This design comes from an exercise in tuning for small area, a short achievable clock period and few clock cycles per item on the open sky130 flow, not from production work. No run shown here included a check of the RTL's function; only the layout flow was run. Power and IR drop assume default switching activity.

`flow/config.mk`:
```
export PLATFORM = sky130hd
export DESIGN_NAME = arena_bump_allocator_core
export DESIGN_NICKNAME = arena_bump_allocator_core
export VERILOG_FILES = /design/flow/design.v
export SDC_FILE = /design/flow/constraint.sdc
export NUM_CORES = 4
export LEC_CHECK = 0
export CAP_MARGIN = 20
export CORE_MARGIN = 2
export CORE_UTILIZATION = 55
export SETUP_SLACK_MARGIN = 2.5
export SLEW_MARGIN = 20
export TNS_END_PERCENT = 100
```
`flow/flow/run.sh`:
```
#!/bin/bash
# Standard layout, with the port buffers made as buf_1 cells instead of the
# delay-cell buffers buffer_ports picks by default.
cp standard.sh standard_sh.txt
export BUFFER_PORTS_ARGS="-buffer_cell sky130_fd_sc_hd__buf_1"
bash standard.sh > standard.log 2>&1
```
`flow/design.v`:
```
package abump_pkg;
  localparam int ARENA_MAX_BYTES = 1048576;
  localparam int FUNC_W      = 3;
  localparam int OFF_W       = 21;
  localparam int ADDR_W      = 32;
  localparam int ALIGN_LOG_W = 4;
  localparam int ALIGN_W     = 15;
  localparam int STATUS_W    = 2;
  localparam int KIND_W      = 3;
  localparam logic [OFF_W-1:0] ARENA_MAX = OFF_W'(ARENA_MAX_BYTES);
  localparam logic [FUNC_W-1:0] FN_ALLOC     = 3'd0;
  localparam logic [FUNC_W-1:0] FN_ALLOC_NZ  = 3'd1;
  localparam logic [FUNC_W-1:0] FN_FREE      = 3'd2;
  localparam logic [FUNC_W-1:0] FN_FREE_ALL  = 3'd3;
  localparam logic [FUNC_W-1:0] FN_RESIZE    = 3'd4;
  localparam logic [FUNC_W-1:0] FN_RESIZE_NZ = 3'd5;
  localparam logic [FUNC_W-1:0] FN_SNAPSHOT  = 3'd6;
  localparam logic [FUNC_W-1:0] FN_RESTORE   = 3'd7;
  localparam logic [STATUS_W-1:0] ST_OK      = 2'd0;
  localparam logic [STATUS_W-1:0] ST_NO_MEM  = 2'd1;
  localparam logic [STATUS_W-1:0] ST_BAD_OLD = 2'd2;
  localparam logic [STATUS_W-1:0] ST_NO_FREE = 2'd3;
  localparam logic [KIND_W-1:0] K_BUMP    = 3'd0;
  localparam logic [KIND_W-1:0] K_FREE    = 3'd1;
  localparam logic [KIND_W-1:0] K_CLEAR   = 3'd2;
  localparam logic [KIND_W-1:0] K_SNAP    = 3'd3;
  localparam logic [KIND_W-1:0] K_LOAD    = 3'd4;
  localparam logic [KIND_W-1:0] K_RESIZE  = 3'd5;
  localparam logic [KIND_W-1:0] K_BAD_OLD = 3'd6;
  typedef struct packed {
    logic [KIND_W-1:0]  kind;
    logic               zeroed;
    logic [OFF_W-1:0]   size;
    logic [ALIGN_W-1:0] align_mask;
    logic [OFF_W-1:0]   old_off;
    logic [OFF_W-1:0]   old_len;
    logic               old_aligned;
    logic [OFF_W-1:0]   snap_cur;
    logic [OFF_W-1:0]   snap_prev;
  } abump_req_t;
  typedef struct packed {
    logic [STATUS_W-1:0] status;
    logic [ADDR_W-1:0]   addr;
    logic [OFF_W-1:0]    copy_len;
    logic [OFF_W-1:0]    clr_off;
    logic [OFF_W-1:0]    clr_len;
    logic [OFF_W-1:0]    cur_off;
    logic [OFF_W-1:0]    prev_off;
  } abump_rsp_t;
  typedef struct packed {
    logic empty;
    logic full;
  } abump_qstat_t;
  function automatic [OFF_W-1:0] usable_len(input [OFF_W-1:0] arena_len);
    usable_len = (arena_len < ARENA_MAX) ? arena_len : ARENA_MAX;
  endfunction
endpackage
module abump_add #(parameter int W = 8, parameter bit FAST = 1'b0) (
  input  logic [W-1:0] a,
  input  logic [W-1:0] b,
  input  logic         ci,
  output logic [W-1:0] s,
  output logic [W:0]   cy
);
  localparam int L = (W < 2) ? 1 : (W < 4) ? 2 : (W < 8) ? 3 : (W < 16) ? 4 : (W < 32) ? 5 : 6;
  logic [L:0][W:0] g;
  logic [L:0][W:0] p;
  assign g[0][0] = ci;
  assign p[0][0] = 1'b0;
  for (genvar i = 0; i < W; i++) begin : g_pg
    assign g[0][i+1] = a[i] & b[i];
    assign p[0][i+1] = a[i] ^ b[i];
  end
  for (genvar l = 0; l < L; l++) begin : g_lvl
    for (genvar i = 0; i <= W; i++) begin : g_bit
      if (FAST && i >= (1 << l)) begin : g_ks
        assign g[l+1][i] = g[l][i] | (p[l][i] & g[l][i - (1 << l)]);
        assign p[l+1][i] = p[l][i] & p[l][i - (1 << l)];
      end else if (!FAST && ((i >> l) & 1)) begin : g_join
        assign g[l+1][i] = g[l][i] | (p[l][i] & g[l][((i >> l) << l) - 1]);
        assign p[l+1][i] = p[l][i] & p[l][((i >> l) << l) - 1];
      end else begin : g_pass
        assign g[l+1][i] = g[l][i];
        assign p[l+1][i] = p[l][i];
      end
    end
  end
  for (genvar i = 0; i < W; i++) begin : g_sum
    assign s[i] = p[0][i+1] ^ g[L][i];
  end
  assign cy = g[L];
endmodule
module abump_csa #(parameter int W = 8) (
  input  logic [W-1:0] a,
  input  logic [W-1:0] b,
  input  logic [W-1:0] c,
  output logic [W-1:0] s,
  output logic [W-1:0] c2
);
  assign s  = a ^ b ^ c;
  assign c2 = (a & b) | (a & c) | (b & c);
endmodule
module arena_bump_allocator_core (
  input  logic                              clk,
  input  logic                              rst_n,
  input  logic                              cfg_valid,
  output logic                              cfg_ready,
  input  logic                              cfg_index,
  input  logic [abump_pkg::ADDR_W-1:0]      cfg_data,
  input  logic                              in_valid,
  output logic                              in_ready,
  input  logic [abump_pkg::FUNC_W-1:0]      in_func,
  input  logic [abump_pkg::OFF_W-1:0]       in_request_size,
  input  logic [abump_pkg::ALIGN_LOG_W-1:0] in_align_log2,
  input  logic [abump_pkg::ADDR_W-1:0]      in_old_address,
  input  logic [abump_pkg::OFF_W-1:0]       in_old_length,
  input  logic [abump_pkg::OFF_W-1:0]       in_snap_current,
  input  logic [abump_pkg::OFF_W-1:0]       in_snap_previous,
  output logic                              out_valid,
  input  logic                              out_ready,
  output logic [abump_pkg::STATUS_W-1:0]    out_status,
  output logic [abump_pkg::ADDR_W-1:0]      out_result_address,
  output logic [abump_pkg::OFF_W-1:0]       out_copy_length,
  output logic [abump_pkg::OFF_W-1:0]       out_clear_offset,
  output logic [abump_pkg::OFF_W-1:0]       out_clear_length,
  output logic [abump_pkg::OFF_W-1:0]       out_current_offset,
  output logic [abump_pkg::OFF_W-1:0]       out_previous_offset
);
  localparam int OW = abump_pkg::OFF_W;
  localparam int AW = abump_pkg::ALIGN_W;
  localparam int DW = abump_pkg::ADDR_W;
  logic [DW-1:0] base_r;
  logic [AW-1:0] nb_r, nb_nxt;
  logic [OW-1:0] usable_r;
  logic [OW-1:0] top_r, top_nxt;
  logic [OW-1:0] last_r, last_nxt;
  logic                           valid_r;
  logic [abump_pkg::STATUS_W-1:0] status_r, status_nxt;
  logic                           blk_r, blk_nxt;    
  logic                           clr_r, clr_nxt;    
  logic                           mv_r, mv_nxt;      
  logic [OW-1:0]                  copy_r;            
  logic [OW-1:0]                  clro_r;            
  logic [OW-1:0]                  clrl_r;            
  logic          acc;
  assign cfg_ready = 1'b1;
  assign in_ready  = !valid_r || out_ready;
  assign acc       = in_valid && in_ready;
  logic          f_alloc;    
  logic          f_free;
  logic          f_clear;    
  logic          f_resize;   
  logic          f_load;     
  logic          zeroed;
  logic          no_old;
  assign f_alloc  = in_func[2:1] == 2'b00;
  assign f_free   = in_func == abump_pkg::FN_FREE;
  assign f_clear  = in_func == abump_pkg::FN_FREE_ALL;
  assign f_resize = in_func[2:1] == 2'b10;
  assign f_load   = in_func == abump_pkg::FN_RESTORE;
  assign zeroed   = (in_func == abump_pkg::FN_ALLOC) || (in_func == abump_pkg::FN_RESIZE);
  assign no_old   = (in_old_address == '0) || (in_old_length == '0);
  logic [AW-1:0] mask;
  logic [AW:0]   gt;         
  logic          bump_inc;
  logic [OW:0]   run;        
  logic [OW:0]   boff;
  for (genvar j = 0; j < AW; j++) begin : g_mask
    assign mask[j] = (j < in_align_log2);
  end
  assign nb_nxt[0] = cfg_data[0];
  for (genvar j = 1; j < AW; j++) begin : g_nb
    assign nb_nxt[j] = cfg_data[j] ^ (|cfg_data[j-1:0]);
  end
  abump_add #(AW) u_gt (.a(top_r[AW-1:0]), .b(~nb_r), .ci(1'b0), .s(), .cy(gt));
  assign bump_inc = gt[in_align_log2];
  assign run[0] = 1'b1;
  for (genvar j = 1; j <= OW; j++) begin : g_run
    logic [j-1:0] bits;
    for (genvar i = 0; i < j; i++) begin : g_bit
      assign bits[i] = top_r[i] | ((i < AW) ? mask[i] : 1'b0);
    end
    assign run[j] = &bits;
  end
  for (genvar j = 0; j < OW; j++) begin : g_boff
    if (j < AW) begin : g_lo
      assign boff[j] = mask[j] ? nb_r[j] : (top_r[j] ^ (bump_inc & run[j]));
    end else begin : g_hi
      assign boff[j] = top_r[j] ^ (bump_inc & run[j]);
    end
  end
  assign boff[OW] = bump_inc & run[OW];
  logic [OW-1:0] room;
  logic [OW:0]   room_cy;
  abump_add #(OW, 1) u_room (.a(usable_r), .b(~in_request_size), .ci(1'b1), .s(room), .cy(room_cy));
  logic [OW-1:0] cand_b;
  logic [OW+1:0] fb_cy;
  logic          fit_b;
  abump_add #(OW) u_cand_b (.a(boff[OW-1:0]), .b(in_request_size), .ci(1'b0), .s(cand_b), .cy());
  abump_add #(OW+1, 1) u_fit_b (.a({1'b0, room}), .b(~boff), .ci(1'b1), .s(), .cy(fb_cy));
  assign fit_b = room_cy[OW] && fb_cy[OW+1];
  logic [OW-1:0] cand_ip;
  logic [OW:0]   fi_cy;
  logic          fit_ip;
  abump_add #(OW) u_cand_ip (.a(last_r), .b(in_request_size), .ci(1'b0), .s(cand_ip), .cy());
  abump_add #(OW, 1) u_fit_ip (.a(room), .b(~last_r), .ci(1'b1), .s(), .cy(fi_cy));
  assign fit_ip = room_cy[OW] && fi_cy[OW];
  logic [DW-1:0] blk_addr;   
  logic          below;      
  logic          in_arena;   
  logic          bad;
  logic          in_place;
  abump_add #(DW) u_blk (.a(base_r), .b({11'b0, last_r}), .ci(1'b0), .s(blk_addr), .cy());
  logic [DW:0] bl_cy;
  abump_add #(DW) u_below (.a(in_old_address), .b(~base_r), .ci(1'b1), .s(), .cy(bl_cy));
  assign below = !bl_cy[DW];
  logic [DW+1:0] in_s, in_c, in_sum;
  abump_csa #(DW+2) u_in_csa (.a({2'b0, in_old_address}), .b(~{2'b0, base_r}),
                              .c(~{13'b0, usable_r}), .s(in_s), .c2(in_c));
  abump_add #(DW+2) u_in (.a(in_s), .b({in_c[DW:0], 1'b1}), .ci(1'b1), .s(in_sum), .cy());
  assign in_arena = in_sum[DW+1];
  assign bad      = below || !in_arena;
  logic [OW-1:0] ip_x, ip_p, ip_q, ip_e;
  assign ip_x = base_r[OW-1:0] ^ last_r;
  assign ip_p = ip_x ^ {base_r[OW-2:0] & last_r, 1'b0};   
  assign ip_q = ip_x ^ {base_r[OW-2:0] | last_r, 1'b0};   
  assign ip_e[0] = in_old_address[0] ^ ip_x[0];
  for (genvar i = 1; i < OW; i++) begin : g_ip
    assign ip_e[i] = in_old_address[i] ^ (in_old_address[i-1] ? ip_p[i] : ip_q[i]);
  end
  assign in_place = (ip_e == '0) && ((in_old_address[AW-1:0] & mask) == '0);
  logic [OW-1:0] tail;
  logic [OW:0]   tl_cy;
  logic          grows;
  abump_add #(OW) u_tail (.a(in_request_size), .b(~in_old_length), .ci(1'b1), .s(tail), .cy(tl_cy));
  assign grows = tl_cy[OW] && (tail != '0);
  logic [OW-1:0] cstart;
  abump_add #(OW) u_cstart (.a(last_r), .b(in_old_length), .ci(1'b0), .s(cstart), .cy());
  logic rs_bump;    
  logic rs_bad;
  logic rs_ip;      
  logic rs_mv;      
  logic do_bump;
  logic take_b;
  logic take_ip;
  assign rs_bump = f_resize && no_old;
  assign rs_bad  = f_resize && !no_old && bad;
  assign rs_ip   = f_resize && !no_old && !bad && in_place;
  assign rs_mv   = f_resize && !no_old && !bad && !in_place;
  assign do_bump = f_alloc || rs_bump || rs_mv;
  assign take_b  = do_bump && fit_b;
  assign take_ip = rs_ip && fit_ip;
  always_comb begin
    if (take_b)       top_nxt = cand_b;
    else if (take_ip) top_nxt = cand_ip;
    else if (f_clear) top_nxt = '0;
    else if (f_load)  top_nxt = in_snap_current;
    else              top_nxt = top_r;
    if (take_b)       last_nxt = boff[OW-1:0];
    else if (f_clear) last_nxt = '0;
    else if (f_load)  last_nxt = in_snap_previous;
    else              last_nxt = last_r;
    if (f_free)                                        status_nxt = abump_pkg::ST_NO_FREE;
    else if (rs_bad)                                   status_nxt = abump_pkg::ST_BAD_OLD;
    else if ((do_bump && !fit_b) || (rs_ip && !fit_ip)) status_nxt = abump_pkg::ST_NO_MEM;
    else                                               status_nxt = abump_pkg::ST_OK;
    blk_nxt = take_b || take_ip;
    clr_nxt = zeroed && (take_b || (take_ip && grows));
    mv_nxt  = rs_mv && fit_b;
  end
  always_ff @(posedge clk) begin
    if (!rst_n) begin
      base_r   <= '0;
      nb_r     <= '0;
      usable_r <= '0;
      top_r    <= '0;
      last_r   <= '0;
      valid_r  <= 1'b0;
    end else begin
      if (cfg_valid) begin
        if (cfg_index) begin
          usable_r <= abump_pkg::usable_len(cfg_data[OW-1:0]);
        end else begin
          base_r <= cfg_data;
          nb_r   <= nb_nxt;
        end
      end
      if (acc) begin
        top_r  <= top_nxt;
        last_r <= last_nxt;
      end
      valid_r <= acc || (valid_r && !out_ready);
    end
  end
  always_ff @(posedge clk) begin
    if (acc) begin
      status_r <= status_nxt;
      blk_r    <= blk_nxt;
      clr_r    <= clr_nxt;
      mv_r     <= mv_nxt;
      copy_r   <= grows ? in_old_length : in_request_size;
      clro_r   <= rs_ip ? cstart : boff[OW-1:0];
      clrl_r   <= rs_ip ? tail : in_request_size;
    end
  end
  assign out_valid           = valid_r;
  assign out_status          = status_r;
  assign out_result_address  = blk_r ? blk_addr : '0;
  assign out_copy_length     = mv_r  ? copy_r : '0;
  assign out_clear_offset    = clr_r ? clro_r : '0;
  assign out_clear_length    = clr_r ? clrl_r : '0;
  assign out_current_offset  = top_r;
  assign out_previous_offset = last_r;
endmodule
```
`flow/standard.sh`:
```
#!/bin/bash
# synth_recipe.tcl (not shown) runs the flow's synth.tcl, then flattens the netlist and writes it again
# the make line also repeats each setting of config.mk as NAME=value (left out here)
make -C /OpenROAD-flow-scripts/flow DESIGN_CONFIG=/design/flow/config.mk WORK_HOME=/design/flow/orfs CLKGATE_MAP_FILE= SYNTH_SCRIPT=/design/flow/synth_recipe.tcl "${@:-finish}"
```
`flow/constraint.sdc`:
```
create_clock -name core_clock -period 9.0 [get_ports {clk}]
set_input_delay 1.8000 -clock core_clock [delete_from_list [all_inputs] [get_ports {clk}]]
set_output_delay 1.8000 -clock core_clock [all_outputs]
set_load 0.01 [all_outputs]
```
==> results.json, run 1 <==
{
  "status": "complete, no violations",
  "final_net_count": 3147,
  "final_common_cell": "buf_1",
  "antenna_found_initial": 1,
  "dr.pass1.iters": 6,
  "p_sw_uw": 982,
  "setup_viol": 0,
  "fillers": 3098,
  "syn_area_um2": 19500,
  "path_clk_slew_ps": 70,
  "area_growth_pct": 16.3,
  "grt.overflow.total": 0,
  "clockRootBuffer": "clkbuf_16",
  "rsz0062_at_grt": "false",
  "path_max_fanout": 8,
  "num_vias": 18754,
  "clkLatencyLatePin_ps": 470,
  "drive_gt1_frac": 0.0916,
  "max-vdd-ir-drop_mv": 0.148,
  "arrival_ps": 6750,
  "wire_per_inst_um": 21.4,
  "dp_hpwl_um": 52300,
  "p_leak_nw": 9.58,
  "fmax_mhz": 157,
  "finalCritPeriodShare": 0.710,
  "crit_path_end_kind": "flop",
  "crit_required_ps": 9360,
  "gp_congestion": 0.949,
  "maxCapViolations": 0,
  "clockBufferDepth": 2,
  "die_area_um2": 37000,
  "finalNonFillerCells": 3131,
  "synth_edf_count": 68,
  "synth_cells": 2358,
  "cpMostUsedCell": "a21o_1",
  "post-route-min-period_ps": 6390,
  "p_total_mw": 2.69,
  "io_pins": 303,
  "critPathMaxStageDelay_ps": 430,
  "netSwitchingFraction": 0.365,
  "via_per_inst": 5.99,
  "p_int_mw": 1.71,
  "synth-async-reset-ratio": 0,
  "antennaDiodeCount": 0,
  "grt_start_max_net_pins": 89,
  "rows": 68,
  "final_cell_mix": "287 x buf_1, 267 x ha_1, 245 x nand2_1",
  "pwr-share-seq": 0.350,
  "grt_use_total": 0.359,
  "combPwrFrac": 0.360,
  "dominantRegCellSynth": "dfxtp_1",
  "cts_tree": "built",
  "h-tree-depth": 4,
  "hold_violations": 0,
  "hold_class": "reg2reg",
  "critPathKind": "in2reg",
  "grt_pass1_wl_um": 101000,
  "worst_clock_skew_ps": 14.7,
  "die_w_um": 192,
  "powerDensity_nw_per_um2": 119,
  "synth_cell_types": 103,
  "drt_first_iter_violations": 1416,
  "portBuffers": 301,
  "tns_ps": 0,
  "ys_warn_count": 1,
  "multi_input_area_um2": 14500,
  "ys_seq_elements": 178,
  "wirelength_um": 67100,
  "cts.sink_count": 178,
  "tightest_slew_ps": 1050,
  "slew_violations": 0,
  "drc": 0,
  "slowest_stage": "or3_4",
  "dp.cells": 3045,
  "seq_area_frac_synth": 0.218,
  "die_y_um": 192,
  "antenna_left": 0,
  "regArea_um2": 4240,
  "cts_buffers": 17,
  "critPathLaunchType": "primary input",
  "clock_power_share": 0.291,
  "core_um2": 34700,
  "start_util": 0.562,
  "maxSlewHeadroom": 0.294,
  "syn_area_per_cell_um2": 8.27,
  "grt_pass1_vias": 17914
}
-- metal layers --
metal,up-vias,GRT usage,routed length (µm)
met1,8922,0.490,29400
li1,8922,-,-
met5,-,0,12
met4,2,0.142,2630
met3,121,0.0429,4770
met2,787,0.580,30300
-- critical path, delay by kind of cell --
kind,cells,cell delay [ps]
AO/OA/AOI/OAI,15,2870
buffers and inverters,4,440
adder cells (fa/ha/maj),2,560
AND/OR/NAND/NOR,6,1080
-- final timing paths --
path | start | to | slack [ps] | cells past startpoint
max reg2reg | top_r[6] | top_r[20] | 3080 | 23
max | in_request_size[0] | top_r[20] | 2610 | 27
min | nb_r[10] | nb_r[10] | 480 | 2
min reg2reg | nb_r[10] | nb_r[10] | 480 | 2
-- cells by family (layout without fill, tap and decap cells) --
logic type,after synthesis,after routing,share of synthesized area
and+or+nand+nor,719,720,0.188
AOI/OAI and AO/OA,616,618,0.208
adders and majority gates,327,327,0.229
buffers and inverters,323,638,0.0666
DFF,178,178,0.218
xor gates and xnor gates,153,153,0.0691
muxes,41,41,0.0217
other,1,1,0.000192
-- flip-flops by register name, indices dropped and copies added (netlist names) --
register	flops
clro_r	21
nb_r	15
base_r	31
mv_r	1
top_r	21
clrl_r	21
usable_r	21
blk_r	1
status_r	2
valid_r	1
copy_r	21
clr_r	1
last_r	21
-- cells in the mapped netlist (43+ instances only) --
cell / count / area share
a31oi_1: 43 / 0.014
ha_1: 274 / 0.18
nand2_1: 248 / 0.048
fa_1: 49 / 0.050
dfxtp_1: 110 / 0.11
o21ai_0: 119 / 0.031
a21boi_0: 47 / 0.018
xnor2_1: 99 / 0.044
a21oi_1: 147 / 0.038
and2_1: 104 / 0.033
inv_1: 233 / 0.045
nor2_1: 103 / 0.020
a21o_1: 43 / 0.017
clkbuf_1: 58 / 0.011
xor2_1: 53 / 0.024
edfxtp_1: 68 / 0.10
-- power by group through the flow --
stage	logic, mW	registers, mW	clock network [mW]
global placement	0.852	0.957	0
global route	1.07	0.946	0.812
CTS	0.912	0.941	0.785
finish	0.968	0.942	0.782
detailed placement	0.869	0.959	0
floorplan	0.606	0.937	0
-- final cells by class --
| cell class | instances | share of cell area |
|---|---|---|
| clock buffer | 25 | 0.0225 |
| clock inverter | 7 | 0.00326 |
| inverter | 235 | 0.0396 |
| multi-input combinational | 1860 | 0.640 |
| sequential | 178 | 0.187 |
| tap | 455 | 0.0251 |
| timing repair buffer | 371 | 0.0825 |
-- through the flow --
step	setup WS, ps	area, µm²	hold WS (ps)	utilization
2_1_floorplan	2530	19500	441	-
3_3_place_gp	1000	20900	463	0.603
3_5_place_dp	770	21000	467	0.604
4_1_cts	2520	22000	476	0.635
5_1_grt	2430	22700	500	0.653
6_report	2610	22700	477	0.653
-- timing repair --
action,in CTS,in global routing
hold buffers,0,0
endpoints found under the setup margin,67,63
pin swaps,9,37
gates cloned,3,3
resized for setup,58,74
setup buffers,19,27
==> run 2, diff against run 1 <==
--- a/flow/design.v
+++ b/flow/design.v
@@ -64,3 +64,3 @@
 );
-  localparam int L = (W < 2) ? 1 : (W < 4) ? 2 : (W < 8) ? 3 : (W < 16) ? 4 : (W < 32) ? 5 : 6;
+  localparam int L = $clog2(W + 1);
   logic [L:0][W:0] g;
@@ -192,17 +192,40 @@
   assign boff[OW] = bump_inc & run[OW];
-  logic [OW-1:0] room;
-  logic [OW:0]   room_cy;
-  abump_add #(OW, 1) u_room (.a(usable_r), .b(~in_request_size), .ci(1'b1), .s(room), .cy(room_cy));
+  logic [OW:0]   b0;
+  logic [OW:0]   incv;
+  for (genvar j = 0; j <= OW; j++) begin : g_b0
+    if (j < AW) begin : g_lo
+      assign b0[j] = mask[j] ? nb_r[j] : top_r[j];
+    end else if (j < OW) begin : g_mid
+      assign b0[j] = top_r[j];
+    end else begin : g_hi
+      assign b0[j] = 1'b0;
+    end
+    if (j <= AW) begin : g_inc
+      assign incv[j] = bump_inc && (in_align_log2 == j);
+    end else begin : g_noinc
+      assign incv[j] = 1'b0;
+    end
+  end
   logic [OW-1:0] cand_b;
-  logic [OW+1:0] fb_cy;
+  logic [OW-1:0] cb_s, cb_c;
+  abump_csa #(OW) u_cb_csa (.a(b0[OW-1:0]), .b(in_request_size), .c(incv[OW-1:0]),
+                            .s(cb_s), .c2(cb_c));
+  abump_add #(OW) u_cand_b (.a(cb_s), .b({cb_c[OW-2:0], 1'b0}), .ci(1'b0), .s(cand_b), .cy());
+  localparam int FW = OW + 3;
+  logic [FW-1:0] f1_s, f1_c, f2_s, f2_c, f_sum;
   logic          fit_b;
-  abump_add #(OW) u_cand_b (.a(boff[OW-1:0]), .b(in_request_size), .ci(1'b0), .s(cand_b), .cy());
-  abump_add #(OW+1, 1) u_fit_b (.a({1'b0, room}), .b(~boff), .ci(1'b1), .s(), .cy(fb_cy));
-  assign fit_b = room_cy[OW] && fb_cy[OW+1];
+  abump_csa #(FW) u_f1 (.a({3'b0, usable_r}), .b(~{3'b0, in_request_size}), .c(~{2'b0, b0}),
+                        .s(f1_s), .c2(f1_c));
+  abump_csa #(FW) u_f2 (.a(f1_s), .b({f1_c[FW-2:0], 1'b1}), .c(~{2'b0, incv}),
+                        .s(f2_s), .c2(f2_c));
+  abump_add #(FW) u_fit_b (.a(f2_s), .b({f2_c[FW-2:0], 1'b1}), .ci(1'b1), .s(f_sum), .cy());
+  assign fit_b = !f_sum[FW-1];
   logic [OW-1:0] cand_ip;
-  logic [OW:0]   fi_cy;
+  logic [OW+1:0] fi_s, fi_c, fi_sum;
   logic          fit_ip;
   abump_add #(OW) u_cand_ip (.a(last_r), .b(in_request_size), .ci(1'b0), .s(cand_ip), .cy());
-  abump_add #(OW, 1) u_fit_ip (.a(room), .b(~last_r), .ci(1'b1), .s(), .cy(fi_cy));
-  assign fit_ip = room_cy[OW] && fi_cy[OW];
+  abump_csa #(OW+2) u_fi_csa (.a({2'b0, usable_r}), .b(~{2'b0, in_request_size}),
+                              .c(~{2'b0, last_r}), .s(fi_s), .c2(fi_c));
+  abump_add #(OW+2) u_fit_ip (.a(fi_s), .b({fi_c[OW:0], 1'b1}), .ci(1'b1), .s(fi_sum), .cy());
+  assign fit_ip = !fi_sum[OW+1];
   logic [DW-1:0] blk_addr;   
==> flow/run.sh (new file) <==
#!/bin/bash
# synth_recipe.tcl (not shown) runs the flow's synth.tcl, then flattens the netlist and writes it again
# the make line also repeats each setting of config.mk as NAME=value (left out here)
make -C /OpenROAD-flow-scripts/flow DESIGN_CONFIG=/design/flow/config.mk WORK_HOME=/design/flow/orfs CLKGATE_MAP_FILE= SYNTH_SCRIPT=/design/flow/synth_recipe.tcl finish
--- a/flow/config.mk
+++ b/flow/config.mk
@@ -9,3 +9,3 @@
 export CORE_MARGIN = 2
-export CORE_UTILIZATION = 55
+export CORE_UTILIZATION = 40
 export SETUP_SLACK_MARGIN = 2.5
removed: flow/flow/run.sh
removed: flow/standard.sh
==> run 2 against run 1 <==
  * Still clean
  * Via count increased by 2.5%
  * Design area increased by 14%
  * Sequential share of layout area shrank 2.2 points
  * Synthesized cell count is 4.8% higher
  * Wire length rose by 15%
  * Clock-buffer cell count down 5
  * Critical path type unchanged
==> results.json, run 2 <==
{
  "status": "complete, no violations",
  "p_int_mw": 1.88,
  "slew_violations": 0,
  "clkLatencyLatePin_ps": 510,
  "ys_warn_count": 1,
  "antenna_found_initial": 2,
  "crit_start": "in_align_log2[3]",
  "hold_class": "reg2reg",
  "grt_use_total": 0.284,
  "critPathKind": "in2reg",
  "die_y_um": 233,
  "area_growth_pct": 22.6,
  "pwr-share-seq": 0.319,
  "hold_violations": 0,
  "drive_gt1_frac": 0.0622,
  "path_clk_slew_ps": 80,
  "dr.pass1.iters": 6,
  "die_w_um": 233,
  "syn_area_per_cell_um2": 8.52,
  "arrival_ps": 6740,
  "synth_cells": 2472,
  "regMostFlops": "base_r",
  "start_util": 0.402,
  "dp_hpwl_um": 63400,
  "p_leak_nw": 11.0,
  "max-vdd-ir-drop_mv": 0.141,
  "h-tree-depth": 4,
  "reg2reg_depth": 25,
  "largest_register_ffs": 31,
  "core_um2": 52300,
  "wirelength_um": 76800,
  "final_cell_mix": "297 x ha_1, 284 x clkdlybuf4s50_1, 271 x inv_1",
  "io_pins": 303,
  "cts.sink_count": 178,
  "post-route-min-period_ps": 6330,
  "synth_edf_count": 68,
  "worstSetupEndpoint": "last_r[0]",
  "powerDensity_nw_per_um2": 115,
  "wire_per_inst_um": 22.2,
  "crit_required_ps": 9410,
  "synth_top_area_cell": "ha_1",
  "clockRootBuffer": "clkbuf_16",
  "drc": 0,
  "grt.overflow.total": 0,
  "ys_seq_elements": 178,
  "grt_pass1_vias": 19134,
  "min_from": "nb_r[5]",
  "clock_power_share": 0.281,
  "maxCapViolations": 0,
  "grt_start_max_net_pins": 70,
  "p_total_mw": 2.97,
  "antenna_left": 0,
  "tightest_slew_ps": 1120,
  "synth_cell_types": 102,
  "p_sw_mw": 1.09,
  "clockBufferDepth": 2,
  "fmax_mhz": 158,
  "yosys-top-cells-area": "ha_1 18%, fa_1 11%, dfxtp_1 10%",
  "regToRegSetupSlack_ps": 3310,
  "synth_top_area_frac": 0.179,
  "tns_ps": 0,
  "path_max_fanout": 28,
  "rsz0062_at_grt": "true",
  "synth-async-reset-ratio": 0,
  "netSwitchingFraction": 0.368,
  "worst_clock_skew_ps": 14.7,
  "cts_buffers": 17,
  "syn_area_um2": 21100,
  "fillers": 5061,
  "die_area_um2": 54500,
  "hold_depth": 2,
  "cts_tree": "built",
  "drt_first_iter_violations": 1514,
  "dominantRegCellSynth": "dfxtp_1",
  "r2r-start": "top_r[1]",
  "rows": 84,
  "gp_congestion": 0.945,
  "synth_commonest_cells": "302 x ha_1, 275 x inv_1, 229 x nand2_1, 196 x a21oi_1, 134 x nor2_1",
  "critPathLaunchType": "primary input",
  "combPwrFrac": 0.400,
  "final_net_count": 3328,
  "grt_pass1_wl_um": 115000,
  "maxSlewHeadroom": 0.251,
  "timing.rr.end": "last_r[0]",
  "num_vias": 19232,
  "portBuffers": 301,
  "finalCritPeriodShare": 0.704,
  "setup_viol": 0,
  "seq_area_frac_synth": 0.202,
  "hold_buffers": 0,
  "final_common_cell": "ha_1",
  "yosysMostFrequentCell": "ha_1",
  "crit_path_end_kind": "flop",
  "via_per_inst": 5.57
}
## run 2: repair_timing
action | in CTS | in global routing
resized for setup | 39 | 44
hold endpoints to repair | 0 | 0
gates cloned | 3 | 0
buffers inserted | 10 | 14
setup endpoints to repair | 73 | 68
pin swaps | 7 | 9
## run 2: cell type report
class | instances | area (µm²) | area share
Clock inverter | 11 | 178 | 0.00688
Inverter | 276 | 1040 | 0.0405
Tap cell | 688 | 861 | 0.0333
Antenna cell | 1 | 2.50 | 0.0000969
Timing Repair Buffer | 347 | 3460 | 0.134
Sequential cell | 178 | 4260 | 0.165
Multi-Input combinational cell | 1933 | 15600 | 0.603
Clock buffer | 20 | 437 | 0.0169
## run 2: critical path, stage by stage
cell and delay [ps]:
clkdlybuf4s50_1 470, buf_6 250, and2_1 300, nand2_1 230
o21a_1 260, fa_1 500, inv_1 50, fa_1 530
inv_1 40, ha_1 320, a21o_1 180, a211oi_1 230
nand2_1 100, o21ai_2 270, a211oi_4 70, buf_4 190
buf_4 150, o21ai_4 260, buf_4 210, a211oi_1 60
a211oi_1 220
## run 2: cell families after synthesis
| logic type | share of synthesized area |
|---|---|
| flops | 0.202 |
| other cells | 0.000357 |
| simple gates | 0.187 |
| mux | 0.0307 |
| xor+xnor | 0.0586 |
| compound gates | 0.167 |
| buf+inv | 0.0681 |
| fa+ha+maj | 0.287 |
## run 2: how the worst min path moves through the flow
| stage | end |
|---|---|
| 5_1_grt | nb_r[5] |
| 4_1_cts | nb_r[5] |
| 3_5_place_dp | nb_r[5] |
| 6_report | nb_r[5] |
| 2_1_floorplan | nb_r[5] |
| 3_3_place_gp | nb_r[5] |
## run 2: power groups by stage
stage               sequential, mW  clock [mW]  combinational [mW]
floorplan                    0.942           0               0.719
global route                 0.952       0.872                1.32
detailed placement           0.965           0                1.13
global placement             0.964           0                1.11
CTS                          0.947       0.848                1.17
finish                       0.947       0.834                1.19
## run 2: through the flow
step	util	area [µm²]	setup WS (ps)	hold WS, ps	std cells
3_5_place_dp	0.472	24700	901	446	3394
3_3_place_gp	0.472	24700	1120	440	3394
5_1_grt	0.493	25800	2460	498	3453
2_1_floorplan	-	21100	2810	432	2473
6_report	0.493	25800	2670	459	3454
4_1_cts	0.488	25500	2490	461	3438
## run 2: metal layers
metal,share of wire,vias to the layer above,wire [µm],GRT usage
met1,0.46,9286,35000,0.394
met3,0.066,122,5030,0.0417
li1,-,9103,-,-
met5,0.00017,-,13,0
met4,0.034,2,2590,0.102
met2,0.44,719,34200,0.449
==> run 3, diff against run 2 <==
--- a/flow/design.v
+++ b/flow/design.v
@@ -57,3 +57,3 @@
 endpackage
-module abump_add #(parameter int W = 8, parameter bit FAST = 1'b0) (
+module abump_add #(parameter int W = 8) (
   input  logic [W-1:0] a,
@@ -64,3 +64,3 @@
 );
-  localparam int L = $clog2(W + 1);
+  localparam int L = (W < 2) ? 1 : (W < 4) ? 2 : (W < 8) ? 3 : (W < 16) ? 4 : (W < 32) ? 5 : 6;
   logic [L:0][W:0] g;
@@ -75,6 +75,3 @@
     for (genvar i = 0; i <= W; i++) begin : g_bit
-      if (FAST && i >= (1 << l)) begin : g_ks
-        assign g[l+1][i] = g[l][i] | (p[l][i] & g[l][i - (1 << l)]);
-        assign p[l+1][i] = p[l][i] & p[l][i - (1 << l)];
-      end else if (!FAST && ((i >> l) & 1)) begin : g_join
+      if ((i >> l) & 1) begin : g_join
         assign g[l+1][i] = g[l][i] | (p[l][i] & g[l][((i >> l) << l) - 1]);
@@ -192,4 +189,9 @@
   assign boff[OW] = bump_inc & run[OW];
+  logic [OW-1:0] room;
+  logic [OW:0]   room_cy;
+  abump_add #(OW) u_room (.a(usable_r), .b(~in_request_size), .ci(1'b1), .s(room), .cy(room_cy));
+  localparam int FW = OW + 3;
   logic [OW:0]   b0;
-  logic [OW:0]   incv;
+  logic [OW-1:0] incv;
+  logic [FW-1:0] negv;       
   for (genvar j = 0; j <= OW; j++) begin : g_b0
@@ -202,6 +204,16 @@
     end
-    if (j <= AW) begin : g_inc
+  end
+  for (genvar j = 0; j < FW; j++) begin : g_incv
+    if (j < AW) begin : g_lo
       assign incv[j] = bump_inc && (in_align_log2 == j);
-    end else begin : g_noinc
-      assign incv[j] = 1'b0;
+      assign negv[j] = bump_inc && !mask[j];
+    end else if (j < OW) begin : g_mid
+      if (j == AW) begin : g_k15
+        assign incv[j] = bump_inc && (in_align_log2 == j);
+      end else begin : g_none
+        assign incv[j] = 1'b0;
+      end
+      assign negv[j] = bump_inc;
+    end else begin : g_hi
+      assign negv[j] = bump_inc;
     end
@@ -209,23 +221,16 @@
   logic [OW-1:0] cand_b;
-  logic [OW-1:0] cb_s, cb_c;
-  abump_csa #(OW) u_cb_csa (.a(b0[OW-1:0]), .b(in_request_size), .c(incv[OW-1:0]),
-                            .s(cb_s), .c2(cb_c));
-  abump_add #(OW) u_cand_b (.a(cb_s), .b({cb_c[OW-2:0], 1'b0}), .ci(1'b0), .s(cand_b), .cy());
-  localparam int FW = OW + 3;
-  logic [FW-1:0] f1_s, f1_c, f2_s, f2_c, f_sum;
+  logic [OW-1:0] cd_s, cd_c;
+  abump_csa #(OW) u_cd_csa (.a(b0[OW-1:0]), .b(in_request_size), .c(incv), .s(cd_s), .c2(cd_c));
+  abump_add #(OW) u_cand_b (.a(cd_s), .b({cd_c[OW-2:0], 1'b0}), .ci(1'b0), .s(cand_b), .cy());
+  logic [FW-1:0] ft_s, ft_c, ft_sum;
   logic          fit_b;
-  abump_csa #(FW) u_f1 (.a({3'b0, usable_r}), .b(~{3'b0, in_request_size}), .c(~{2'b0, b0}),
-                        .s(f1_s), .c2(f1_c));
-  abump_csa #(FW) u_f2 (.a(f1_s), .b({f1_c[FW-2:0], 1'b1}), .c(~{2'b0, incv}),
-                        .s(f2_s), .c2(f2_c));
-  abump_add #(FW) u_fit_b (.a(f2_s), .b({f2_c[FW-2:0], 1'b1}), .ci(1'b1), .s(f_sum), .cy());
-  assign fit_b = !f_sum[FW-1];
+  abump_csa #(FW) u_ft_csa (.a({3'b0, room}), .b(~{2'b0, b0}), .c(negv), .s(ft_s), .c2(ft_c));
+  abump_add #(FW) u_fit_b (.a(ft_s), .b({ft_c[FW-2:0], 1'b0}), .ci(1'b1), .s(ft_sum), .cy());
+  assign fit_b = room_cy[OW] && !ft_sum[FW-1];
   logic [OW-1:0] cand_ip;
-  logic [OW+1:0] fi_s, fi_c, fi_sum;
+  logic [OW:0]   fi_cy;
   logic          fit_ip;
   abump_add #(OW) u_cand_ip (.a(last_r), .b(in_request_size), .ci(1'b0), .s(cand_ip), .cy());
-  abump_csa #(OW+2) u_fi_csa (.a({2'b0, usable_r}), .b(~{2'b0, in_request_size}),
-                              .c(~{2'b0, last_r}), .s(fi_s), .c2(fi_c));
-  abump_add #(OW+2) u_fit_ip (.a(fi_s), .b({fi_c[OW:0], 1'b1}), .ci(1'b1), .s(fi_sum), .cy());
-  assign fit_ip = !fi_sum[OW+1];
+  abump_add #(OW) u_fit_ip (.a(room), .b(~last_r), .ci(1'b1), .s(), .cy(fi_cy));
+  assign fit_ip = room_cy[OW] && fi_cy[OW];
   logic [DW-1:0] blk_addr;   
==> flow/flow/run.sh (new file) <==
#!/bin/bash
# Standard layout, with the port buffers made as buf_1 cells instead of the
# delay-cell buffers buffer_ports picks by default.
cp standard.sh standard_sh.txt
export BUFFER_PORTS_ARGS="-buffer_cell sky130_fd_sc_hd__buf_1"
bash standard.sh > standard.log 2>&1
==> flow/standard.sh (new file) <==
#!/bin/bash
# synth_recipe.tcl (not shown) runs the flow's synth.tcl, then flattens the netlist and writes it again
# the make line also repeats each setting of config.mk as NAME=value (left out here)
make -C /OpenROAD-flow-scripts/flow DESIGN_CONFIG=/design/flow/config.mk WORK_HOME=/design/flow/orfs CLKGATE_MAP_FILE= SYNTH_SCRIPT=/design/flow/synth_recipe.tcl "${@:-finish}"
removed: flow/run.sh
==> run 3 against run 2 <==
  * Highest routed layer unchanged
  * Clock skew rose by 0.99 ps
  * Clock-buffer cell count fell by 1
  * Combinational power shrank 3%
  * Worst hold slack gained 3.4 ps
  * Clock power is 5.6% lower
  * Sequential power down 0.5%
  * Global-route usage rose by 1.9 points
  * Synthesized cell count is 1.7% higher
  * Design area decreased by 5.9%
==> results.json, run 3 <==
{
  "status": "complete, no violations",
  "synth_cell_types": 102,
  "ys_warn_count": 1,
  "final_cell_mix": "289 x buf_1, 272 x ha_1, 266 x inv_1",
  "portBuffers": 301,
  "arrival_ps": 6850,
  "synth_top_area_cell": "ha_1",
  "syn_area_per_cell_um2": 8.27,
  "finish.instance_area_um2": 24300,
  "maxCapViolations": 0,
  "yosys-top-cells-area": "ha_1 17%, dfxtp_1 11%, edfxtp_1 9.8%",
  "die_area_um2": 53800,
  "dr.pass1.iters": 6,
  "cts_buffers": 17,
  "finalNonFillerCells": 3532,
  "via_per_inst": 5.73,
  "synth-async-reset-ratio": 0,
  "drc": 0,
  "regMostFlops": "base_r",
  "crit_path_end_kind": "flop",
  "synth_top_area_frac": 0.167,
  "final_common_cell": "buf_1",
  "timing.rr.end": "top_r[18]",
  "regToRegSetupSlack_ps": 3060,
  "ys_seq_elements": 178,
  "drt_first_iter_violations": 1476,
  "p_leak_nw": 10.3,
  "grt_pass1_vias": 19999,
  "start_util": 0.405,
  "reg2reg_depth": 23,
  "yosys.area_share.simple": 0.198,
  "grt.overflow.total": 0,
  "p_total_mw": 2.88,
  "crit_required_ps": 9400,
  "hold_violations": 0,
  "hold_depth": 2,
  "wirelength_um": 82000,
  "min_from": "nb_r[11]",
  "syn_area_um2": 20800,
  "die_w_um": 232,
  "holdPathEnd": "nb_r[11]",
  "largest_register_ffs": 31,
  "critPathLaunchType": "primary input",
  "worst_clock_skew_ps": 15.7,
  "dp.cells": 3436,
  "crit_start": "in_request_size[1]",
  "post-route-min-period_ps": 6450,
  "maxSlewHeadroom": 0.247,
  "synth_mux_area_frac": 0.0232,
  "path_clk_slew_ps": 70,
  "path_max_fanout": 6,
  "yosysMostFrequentCell": "inv_1",
  "powerDensity_nw_per_um2": 119,
  "io_pins": 303,
  "tns_ps": 0,
  "synth_compound_area_frac": 0.184,
  "fmax_mhz": 155,
  "synthXorXnorAreaFrac": 0.0608,
  "seq_area_frac_synth": 0.204,
  "grt_use_total": 0.303,
  "setup_viol": 0,
  "cts.sink_count": 178,
  "cts_tree": "built",
  "max-vdd-ir-drop_mv": 0.146,
  "core_um2": 51300,
  "synth_commonest_cells": "280 x inv_1, 277 x ha_1, 238 x nand2_1, 183 x a21oi_1, 159 x nor2_1",
  "synth-adder-area-share": 0.255,
  "gp_congestion": 0.968,
  "grt_start_max_net_pins": 85,
  "antenna_left": 0,
  "area_growth_pct": 16.8,
  "clkLatencyLatePin_ps": 510,
  "hold_buffers": 0,
  "clockRootBuffer": "clkbuf_16",
  "clockBufferDepth": 2,
  "rsz0062_at_grt": "true",
  "dp_hpwl_um": 66100,
  "drive_gt1_frac": 0.0933,
  "antenna_found_initial": 3,
  "final_net_count": 3368,
  "synth_edf_count": 68,
  "h-tree-depth": 4,
  "antennaDiodeCount": 0,
  "synth_top_family_by_area": "adder cells",
  "die_y_um": 232,
  "hold_class": "reg2reg",
  "tightest_slew_ps": 1130,
  "synth_cells": 2513,
  "placedInstanceArea_um2": 22600,
  "dominantRegCellSynth": "dfxtp_1",
  "finalCritPeriodShare": 0.717,
  "wire_per_inst_um": 23.2,
  "grt_pass1_wl_um": 121000,
  "rows": 83,
  "r2r-start": "top_r[2]",
  "slew_violations": 0,
  "num_vias": 20225,
  "critPathKind": "in2reg"
}
==> run 3: worst max-delay path by stage <==
stage	endpoint	slack (ps)	depth (start not counted)
final	last_r[0]	2550	25
after global routing	last_r[16]	2380	25
after CTS	top_r[3]	2490	26
after detailed placement	top_r[3]	780	24
after global placement	last_r[18]	920	23
after floorplan	top_r[19]	2490	26
==> run 3: where the power goes <==
group	total (mW)	internal [mW]	switching, mW
Sequential	0.942	0.887	0.0551
Clock	0.787	0.407	0.379
Combinational	1.15	0.459	0.692
Total	2.88	1.75	1.13
==> run 3: final cells by class <==
cell class / instances / area, µm²
timing repair buffer: 394 / 2040
inverter: 283 / 1100
multi-input combinational: 1965 / 15500
clock buffer: 19 / 433
sequential: 178 / 4250
clock inverter: 13 / 135
tap: 680 / 851
fill: 5197 / 27000
==> run 3: per-layer routing <==
| metal | vias up | share of wire | global-route usage |
|---|---|---|---|
| li1 | 9481 | - | - |
| met1 | 9803 | 0.43 | 0.396 |
| met2 | 792 | 0.46 | 0.494 |
| met3 | 145 | 0.073 | 0.0587 |
| met4 | 4 | 0.038 | 0.117 |
| met5 | - | 0.00026 | 0 |
==> run 3: stage by stage <==
| stage | utilization | hold WS, ps | setup WS (ps) |
|---|---|---|---|
| CTS | 0.463 | 461 | 2490 |
| floorplan | - | 432 | 2490 |
| detailed placement | 0.441 | 451 | 778 |
| global placement | 0.441 | 443 | 920 |
| finish | 0.473 | 462 | 2550 |
| global route | 0.473 | 500 | 2380 |
==> run 3: critical path, cell delays in order <==
cell,delay [ps]
buf_6,90
clkinvlp_4,150
ha_4,200
nor2_2,130
a21oi_2,90
o41a_1,400
a31o_4,290
o21a_1,180
o21a_1,190
nor2_2,110
inv_1,70
a21oi_2,170
xnor2_2,150
fa_1,490
ha_4,300
nand4_1,110
nor4_2,270
o41ai_2,130
a31oi_2,210
nor3_4,70
or3_4,470
a21oi_4,290
buf_8,170
o211ai_1,80
and3_1,190
==> run 3: kinds of logic (layout without fill, tap and decap cells) <==
logic type      after synthesis  in the layout
buf+inv                     375            709
compound gates              589            591
flops                       178            178
mux                          47             47
simple gates                818            820
other cells                   2              3
xor+xnor                    134            134
fa+ha+maj                   370            370
==> run 3: repair_timing <==
item	in CTS	in global routing
endpoints found under the setup margin	68	61
cloned	6	1
pin swaps	16	29
buffers inserted	28	28
resized for setup	62	74
==> run 4, diff against run 3 <==
--- a/flow/design.v
+++ b/flow/design.v
@@ -64,3 +64,3 @@
 );
-  localparam int L = (W < 2) ? 1 : (W < 4) ? 2 : (W < 8) ? 3 : (W < 16) ? 4 : (W < 32) ? 5 : 6;
+  localparam int L = $clog2(W + 1);
   logic [L:0][W:0] g;
@@ -129,3 +129,3 @@
   logic [DW-1:0] base_r;
-  logic [AW-1:0] nb_r, nb_nxt;
+  logic [AW-1:0] nb;         
   logic [OW-1:0] usable_r;
@@ -138,4 +138,4 @@
   logic                           mv_r, mv_nxt;      
+  logic                           ip_r;              
   logic [OW-1:0]                  copy_r;            
-  logic [OW-1:0]                  clro_r;            
   logic [OW-1:0]                  clrl_r;            
@@ -167,7 +167,7 @@
   end
-  assign nb_nxt[0] = cfg_data[0];
+  assign nb[0] = base_r[0];
   for (genvar j = 1; j < AW; j++) begin : g_nb
-    assign nb_nxt[j] = cfg_data[j] ^ (|cfg_data[j-1:0]);
+    assign nb[j] = base_r[j] ^ (|base_r[j-1:0]);
   end
-  abump_add #(AW) u_gt (.a(top_r[AW-1:0]), .b(~nb_r), .ci(1'b0), .s(), .cy(gt));
+  abump_add #(AW) u_gt (.a(top_r[AW-1:0]), .b(~nb), .ci(1'b0), .s(), .cy(gt));
   assign bump_inc = gt[in_align_log2];
@@ -183,3 +183,3 @@
     if (j < AW) begin : g_lo
-      assign boff[j] = mask[j] ? nb_r[j] : (top_r[j] ^ (bump_inc & run[j]));
+      assign boff[j] = mask[j] ? nb[j] : (top_r[j] ^ (bump_inc & run[j]));
     end else begin : g_hi
@@ -192,39 +192,8 @@
   abump_add #(OW) u_room (.a(usable_r), .b(~in_request_size), .ci(1'b1), .s(room), .cy(room_cy));
-  localparam int FW = OW + 3;
-  logic [OW:0]   b0;
-  logic [OW-1:0] incv;
-  logic [FW-1:0] negv;       
-  for (genvar j = 0; j <= OW; j++) begin : g_b0
-    if (j < AW) begin : g_lo
-      assign b0[j] = mask[j] ? nb_r[j] : top_r[j];
-    end else if (j < OW) begin : g_mid
-      assign b0[j] = top_r[j];
-    end else begin : g_hi
-      assign b0[j] = 1'b0;
-    end
-  end
-  for (genvar j = 0; j < FW; j++) begin : g_incv
-    if (j < AW) begin : g_lo
-      assign incv[j] = bump_inc && (in_align_log2 == j);
-      assign negv[j] = bump_inc && !mask[j];
-    end else if (j < OW) begin : g_mid
-      if (j == AW) begin : g_k15
-        assign incv[j] = bump_inc && (in_align_log2 == j);
-      end else begin : g_none
-        assign incv[j] = 1'b0;
-      end
-      assign negv[j] = bump_inc;
-    end else begin : g_hi
-      assign negv[j] = bump_inc;
-    end
-  end
   logic [OW-1:0] cand_b;
-  logic [OW-1:0] cd_s, cd_c;
-  abump_csa #(OW) u_cd_csa (.a(b0[OW-1:0]), .b(in_request_size), .c(incv), .s(cd_s), .c2(cd_c));
-  abump_add #(OW) u_cand_b (.a(cd_s), .b({cd_c[OW-2:0], 1'b0}), .ci(1'b0), .s(cand_b), .cy());
-  logic [FW-1:0] ft_s, ft_c, ft_sum;
+  logic [OW+1:0] fb_cy;
   logic          fit_b;
-  abump_csa #(FW) u_ft_csa (.a({3'b0, room}), .b(~{2'b0, b0}), .c(negv), .s(ft_s), .c2(ft_c));
-  abump_add #(FW) u_fit_b (.a(ft_s), .b({ft_c[FW-2:0], 1'b0}), .ci(1'b1), .s(ft_sum), .cy());
-  assign fit_b = room_cy[OW] && !ft_sum[FW-1];
+  abump_add #(OW) u_cand_b (.a(boff[OW-1:0]), .b(in_request_size), .ci(1'b0), .s(cand_b), .cy());
+  abump_add #(OW+1) u_fit_b (.a({1'b0, room}), .b(~boff), .ci(1'b1), .s(), .cy(fb_cy));
+  assign fit_b = room_cy[OW] && fb_cy[OW+1];
   logic [OW-1:0] cand_ip;
@@ -264,4 +233,2 @@
   assign grows = tl_cy[OW] && (tail != '0);
-  logic [OW-1:0] cstart;
-  abump_add #(OW) u_cstart (.a(last_r), .b(in_old_length), .ci(1'b0), .s(cstart), .cy());
   logic rs_bump;    
@@ -301,3 +268,2 @@
       base_r   <= '0;
-      nb_r     <= '0;
       usable_r <= '0;
@@ -312,3 +278,2 @@
           base_r <= cfg_data;
-          nb_r   <= nb_nxt;
         end
@@ -328,4 +293,4 @@
       mv_r     <= mv_nxt;
-      copy_r   <= grows ? in_old_length : in_request_size;
-      clro_r   <= rs_ip ? cstart : boff[OW-1:0];
+      ip_r     <= rs_ip;
+      copy_r   <= (grows || rs_ip) ? in_old_length : in_request_size;
       clrl_r   <= rs_ip ? tail : in_request_size;
@@ -337,3 +302,5 @@
   assign out_copy_length     = mv_r  ? copy_r : '0;
-  assign out_clear_offset    = clr_r ? clro_r : '0;
+  logic [OW-1:0] cstart;
+  abump_add #(OW) u_cstart (.a(last_r), .b(copy_r), .ci(1'b0), .s(cstart), .cy());
+  assign out_clear_offset    = !clr_r ? '0 : (ip_r ? cstart : last_r);
   assign out_clear_length    = clr_r ? clrl_r : '0;
==> run 4 against run 3 <==
  * Total power is 9.6% lower
  * Wire length shrank 15%
  * Critical path type is now reg2out
  * Cell count down 9.0%
  * Highest routed layer is now met4
  * Still clean
  * Largest power group unchanged
  * Worst setup slack better by 44 ps
==> results.json, run 4 <==
{
  "status": "complete, no violations",
  "dominantRegCellSynth": "dfxtp_1",
  "seq_area_frac_synth": 0.185,
  "antenna_found_initial": 5,
  "start_util": 0.403,
  "pwr-share-seq": 0.293,
  "grt_pass1_vias": 17437,
  "die_area_um2": 47200,
  "synth_commonest_cells": "260 x ha_1, 223 x inv_1, 218 x nand2_1, 156 x a21oi_1, 129 x nor2_1",
  "drc": 0,
  "timing.hold.ws_ps": 484,
  "final_common_cell": "buf_1",
  "path_max_fanout": 4,
  "die_w_um": 217,
  "grt_start_max_net_pins": 69,
  "drive_gt1_frac": 0.125,
  "synth-async-reset-ratio": 0,
  "netSwitchingFraction": 0.390,
  "p_sw_mw": 1.02,
  "synth_edf_count": 48,
  "arrival_ps": 4610,
  "tightest_slew_ps": 976,
  "antenna_left": 0,
  "post-place-ws_ps": 870,
  "die_y_um": 217,
  "finalNonFillerCells": 3215,
  "crit_required_ps": 7200,
  "hold_class": "reg2reg",
  "p_leak_nw": 9.20,
  "dp_hpwl_um": 54500,
  "wirelength_um": 70000,
  "largest_register_ffs": 32,
  "cts.sink_count": 144,
  "ys_seq_elements": 144,
  "worst_clock_skew_ps": 11.5,
  "final_cell_mix": "287 x buf_1, 251 x ha_1, 215 x nand2_1",
  "synth_cell_types": 97,
  "synth_top_area_cell": "ha_1",
  "crit_path_end_kind": "primary output",
  "yosysMostFrequentCell": "ha_1",
  "setup_viol": 0,
  "clock_power_share": 0.293,
  "path_clk_slew_ps": 70,
  "rows": 78,
  "grt_use_total": 0.289,
  "synth_cells": 2253,
  "hold_violations": 0,
  "grt.overflow.total": 0,
  "max-vdd-ir-drop_mv": 0.126,
  "portBuffers": 301,
  "clockBufferDepth": 2,
  "fmax_mhz": 156,
  "regMostFlops": "base_r",
  "io_pins": 303,
  "rsz0062_at_grt": "true",
  "wire_per_inst_um": 21.8,
  "ys_warn_count": 1,
  "final_net_count": 3070,
  "clkLatencyLatePin_ps": 490,
  "core_um2": 45200,
  "area_growth_pct": 21.9,
  "cts_buffers": 17,
  "combPwrFrac": 0.414,
  "fillers": 4386,
  "clockRootBuffer": "clkbuf_16",
  "critPathLaunchType": "flop",
  "grt_pass1_wl_um": 103000,
  "dr.pass1.iters": 8,
  "dp.cells": 3104,
  "powerDensity_nw_per_um2": 117,
  "slew_violations": 0,
  "placedInstanceArea_um2": 20000,
  "num_vias": 18223,
  "finalCritPeriodShare": 0.712,
  "critPathKind": "reg2out",
  "yosys-top-cells-area": "ha_1 18%, dfxtp_1 11%, edfxtp_1 7.9%",
  "drt_first_iter_violations": 1364,
  "p_int_mw": 1.59,
  "tns_ps": 0,
  "synth_top_area_frac": 0.179,
  "maxSlewHeadroom": 0.344,
  "cts_tree": "built",
  "maxCapViolations": 0,
  "finish.instance_area_um2": 22200,
  "gp_congestion": 0.996,
  "setup_slack_ps": 2590,
  "syn_area_per_cell_um2": 8.08,
  "post-route-min-period_ps": 6410,
  "p_total_mw": 2.60,
  "h-tree-depth": 4,
  "via_per_inst": 5.67,
  "syn_area_um2": 18200,
  "final_util": 0.491
}
run 4: changes by cell type after synthesis, sizes merged, moves of 20 or more:
cell	before	now
edfxtp	68	48
xnor2	70	100
a21oi	183	160
fa	91	53
nor2	159	129
inv	281	224
and2	102	80
run 4: power by group through the flow:
stage / combinational, mW / clock (mW) / sequential [mW]
2_1_floorplan: 0.656 / 0 / 0.760
3_3_place_gp: 0.926 / 0 / 0.776
3_5_place_dp: 0.943 / 0 / 0.777
4_1_cts: 0.993 / 0.777 / 0.763
5_1_grt: 1.19 / 0.799 / 0.767
6_report: 1.08 / 0.763 / 0.764
run 4: kinds of logic (layout without fill, tap and decap cells):
kind of cell | Yosys count | in the layout | share of synthesized area
simple gates | 718 | 718 | 0.203
flops | 144 | 144 | 0.185
compound gates | 555 | 556 | 0.200
fa+ha+maj | 319 | 319 | 0.241
buf+inv | 305 | 660 | 0.0643
mux | 60 | 60 | 0.0341
other cells | 1 | 7 | 0.000206
xor+xnor | 151 | 151 | 0.0731
run 4: layout make-up:
type / count / area [µm²] / share of cell area
inverters: 224 / 856 / 0.0386
repair buffers: 404 / 2060 / 0.0930
clock inverters: 9 / 109 / 0.00491
flip-flops and latches: 144 / 3380 / 0.152
multi-input cells: 1805 / 14500 / 0.655
diodes: 6 / 15.0 / 0.000677
clock buffers: 23 / 479 / 0.0216
well taps: 600 / 751 / 0.0338
run 4: worst paths after layout:
check             start                endpoint  slack (ps)  cells after the start
max           last_r[1]  out_result_address[30]        2590                     17
min          base_r[19]              base_r[19]         480                      2
max reg2reg   base_r[0]               top_r[15]        2650                     27
min reg2reg  base_r[19]              base_r[19]         480                      2
run 4: routing by layer:
layer / share of wire / global-route usage / wire, µm
met1: 0.42 / 0.365 / 29400
met2: 0.47 / 0.474 / 32800
met3: 0.063 / 0.0500 / 4430
met4: 0.049 / 0.142 / 3400
met5: 0 / 0 / 0
run 4: timing repair:
action | 4_1_cts | 5_1_grt
endpoints found under the setup margin | 86 | 74
hold buffers | 0 | 0
gates resized for setup | 79 | 124
gates cloned | 2 | 3
buffers inserted | 26 | 42
pin swaps | 17 | 49
run 4: critical path: stages (launching register included):
cell	delay, ps
dfxtp_4	380
ha_2	200
fa_2	330
a31o_4	230
a31o_4	260
a31o_4	230
a31o_4	250
a31o_4	240
a31oi_4	230
o31ai_4	80
a31o_2	290
a31oi_4	220
and3b_1	220
o211a_4	260
and4_4	210
and3_1	180
o21a_1	160
buf_1	120
==> run 5, diff against run 4 <==
--- a/flow/design.v
+++ b/flow/design.v
@@ -64,3 +64,3 @@
 );
-  localparam int L = $clog2(W + 1);
+  localparam int L = (W < 2) ? 1 : (W < 4) ? 2 : (W < 8) ? 3 : (W < 16) ? 4 : (W < 32) ? 5 : 6;
   logic [L:0][W:0] g;
--- a/flow/config.mk
+++ b/flow/config.mk
@@ -9,3 +9,3 @@
 export CORE_MARGIN = 2
-export CORE_UTILIZATION = 40
+export CORE_UTILIZATION = 55
 export SETUP_SLACK_MARGIN = 2.5
==> run 5 against run 4 <==
  * Still clean
  * Die area is 27% lower
  * Clock skew is 2.0 ps higher
  * Combinational power hardly changed
  * Clock power is 9.2% lower
  * Sequential share of layout area rose by 0.15 points
  * Worst hold slack got worse by 4.4 ps
  * Cell count down 4.9%
  * Via count grew 0.44%
  * Non-clock buffer count grew 3
  * Total power is 2.7% lower
  * Design area decreased by 0.96%
  * Critical path type unchanged
  * Largest power group unchanged
==> results.json, run 5 <==
{
  "wl_met3_um": 5000,
  "hold_class": "reg2reg",
  "wirelength_um": 65400,
  "final_common_cell": "buf_1",
  "dr.pass1.iters": 5,
  "critPathLaunchType": "flop",
  "crit_family": "compound AO/OA/AOI/OAI gates",
  "rsz0062_at_grt": "true",
  "maxSlewHeadroom": 0.257,
  "largest_register_ffs": 32,
  "timing.rr.end": "top_r[8]",
  "gp_congestion": 0.975,
  "crit_required_ps": 7200,
  "synth_top_area_cell": "ha_1",
  "grt_pass1_wl_um": 95100,
  "clkLatencyLatePin_ps": 460,
  "die_area_um2": 34600,
  "syn_area_um2": 18200,
  "dp_hpwl_um": 49100,
  "drt_first_iter_violations": 1430,
  "io_pins": 303,
  "path_clk_slew_ps": 60,
  "grt_pass1_vias": 16860,
  "regToRegSetupSlack_ps": 2580,
  "final_cell_mix": "293 x buf_1, 254 x ha_1, 216 x inv_1",
  "crit_start": "last_r[1]",
  "crit_path_end_kind": "primary output",
  "cpMostUsedCell": "a31o_4",
  "num_vias": 18303,
  "reg2reg_depth": 32,
  "cts_tree": "built",
  "die_w_um": 186,
  "powerDensity_nw_per_um2": 115,
  "synth_commonest_cells": "260 x ha_1, 223 x inv_1, 218 x nand2_1, 156 x a21oi_1, 129 x nor2_1",
  "setup_viol": 0,
  "rows": 66,
  "p_leak_nw": 9.19,
  "cts.sink_count": 144,
  "slew_violations": 0,
  "hold_buffers": 0,
  "dominantRegCellSynth": "dfxtp_1",
  "h-tree-depth": 4,
  "antenna_left": 0,
  "worst_clock_skew_ps": 13.5,
  "grt.overflow.total": 0,
  "tightest_slew_ps": 1110,
  "synth-async-reset-ratio": 0,
  "setup_slack_ps": 2570,
  "post-route-min-period_ps": 6430,
  "status": "complete, no violations",
  "drt-met1-wl_um": 27600,
  "start_util": 0.559,
  "timing.hold.ws_ps": 480,
  "syn_area_per_cell_um2": 8.08,
  "drive_gt1_frac": 0.127,
  "max-vdd-ir-drop_mv": 0.145,
  "cp.depth": 17,
  "top_layer_used": "met4",
  "critPathMaxStageDelay_ps": 370,
  "portBuffers": 301,
  "wl_met2_um": 29900,
  "grt_use_total": 0.363,
  "via_per_inst": 5.98,
  "hold_violations": 0,
  "tns_ps": 0,
  "synth_cell_types": 97,
  "finalCritPeriodShare": 0.714,
  "post-place-ws_ps": 1040,
  "critPathKind": "reg2out",
  "clockRootBuffer": "clkbuf_16",
  "area_growth_pct": 20.7,
  "die_y_um": 186,
  "clockBufferDepth": 2,
  "finish.instance_area_um2": 22000,
  "yosysMostFrequentCell": "ha_1",
  "worstSetupEndpoint": "out_result_address[30]",
  "synth_edf_count": 48,
  "r2r-start": "base_r[0]",
  "crit_buf_inv": 1,
  "synth_cells": 2253,
  "slowest_stage": "dfxtp_4",
  "seq_area_frac_synth": 0.185,
  "placedInstanceArea_um2": 19800,
  "antenna_found_initial": 1,
  "fmax_mhz": 156,
  "synth_top_area_frac": 0.179,
  "arrival_ps": 4630,
  "core_um2": 32500,
  "yosys-top-cells-area": "ha_1 18%, dfxtp_1 11%, edfxtp_1 7.9%",
  "wire_per_inst_um": 21.4,
  "grt_start_max_net_pins": 68,
  "regMostFlops": "base_r",
  "path_max_fanout": 6,
  "final_net_count": 3077,
  "drc": 0,
  "cts_buffers": 17,
  "crit_chain": "ha_1 -> fa_1 -> a31o_2 -> a31o_4 -> a31o_4 -> a31o_4 -> a31o_4 -> a31oi_4 -> o31ai_4 -> a31o_4 -> a31oi_4 -> and3b_2 -> o211a_4 -> and4_4 -> and3_1 -> o21a_1 -> clkbuf_2",
  "maxCapViolations": 0,
  "ys_seq_elements": 144,
  "ys_warn_count": 1
}
## run 5: layout make-up
cell class                      instances  area, µm²
Clock inverter                          9       61.3
Tap cell                              442        553
Sequential cell                       144       3380
Timing Repair Buffer                  407       2050
Fill cell                            2851      10600
Clock buffer                           23        472
Antenna cell                            1       2.50
Inverter                              224        851
Multi-Input combinational cell       1809      14600
## run 5: per-stage QoR
step | total power, mW | std cells | utilization
2_1_floorplan | 1.42 | 2253 | -
3_3_place_gp | 1.69 | 2943 | 0.609
3_5_place_dp | 1.71 | 2943 | 0.609
4_1_cts | 2.44 | 3013 | 0.646
5_1_grt | 2.67 | 3059 | 0.675
6_report | 2.53 | 3059 | 0.675
## run 5: worst register-to-register path: cells and delay by family, from the launching register on
family          cells  cell delay [ps]
flops               1              380
buf+inv             3              400
compound gates     12             2090
simple gates       11             2060
xor+xnor            2              300
fa+ha+maj           4             1090
## run 5: per-layer routing
layer,track usage,vias to the layer above
li1,-,8675
met1,0.477,8706
met2,0.592,787
met3,0.0511,135
met4,0.164,0
met5,0,-
## run 5: what timing repair did
item,CTS,global route
buffers inserted,34,39
setup endpoints to repair,83,76
resized for setup,82,116
pin swaps,22,58
gates cloned,4,5
## run 5: cells by family after synthesis
group,count (synthesis),synth area share
and+or+nand+nor,718,0.203
xor gates and xnor gates,151,0.0731
other,1,0.000206
muxes,60,0.0341
adders and majority gates,319,0.241
DFF,144,0.185
AOI/OAI and AO/OA,555,0.200
buffers and inverters,305,0.0643
## run 5: worst min-delay path by stage
stage                     cells past startpoint        from          to
after CTS                                     2  base_r[15]  base_r[15]
after global placement                        2  base_r[15]  base_r[15]
after detailed placement                      2  base_r[15]  base_r[15]
after global routing                          2  base_r[15]  base_r[15]
final                                         2  base_r[15]  base_r[15]
after floorplan                               2  base_r[15]  base_r[15]
## run 5: where the power goes
group | internal [mW] | switching [mW]
combinational | 0.445 | 0.629
sequential | 0.711 | 0.0566
clock | 0.370 | 0.323
total | 1.53 | 1.01

port drivers added, routing unchanged:
In the flow no input, the clock included, has a driving cell. The finished layouts below were timed again as built, in two steps. Step 1, drivers: a clkbuf_16 drives clk and a buf_2 each remaining input, both assumed. Step 2 times the ports against the registers' clock, not the clock port: input delays grow and output delays shrink by t, the midpoint of the rising clock arrivals with the driver on. Slacks: ideal / step 1 / step 2; pairs: ideal / step 1.
run	t, ns	setup slack, ns	worst hold slack (ns)	clock arrival spread, ns	cell pins on the clock port's net
run 1	0.514	2.613 / 2.623 / 2.109	0.477 / 0.477 / 0.477	0.015 / 0.015	1
run 2	0.557	2.667 / 2.670 / 2.144	0.459 / 0.459 / 0.459	0.015 / 0.015	1
run 3	0.555	2.546 / 2.563 / 2.008	0.462 / 0.462 / 0.462	0.016 / 0.016	1
run 4	0.544	2.590 / 2.535 / 2.081	0.484 / 0.484 / 0.484	0.012 / 0.012	1
run 5	0.506	2.574 / 2.519 / 2.110	0.480 / 0.480 / 0.480	0.015 / 0.015	1
After both steps every run listed still meets setup and hold. For run 3, which loses most, drivers alone change the setup slack by +0.017 ns; drivers and shift together by -0.538 ns.
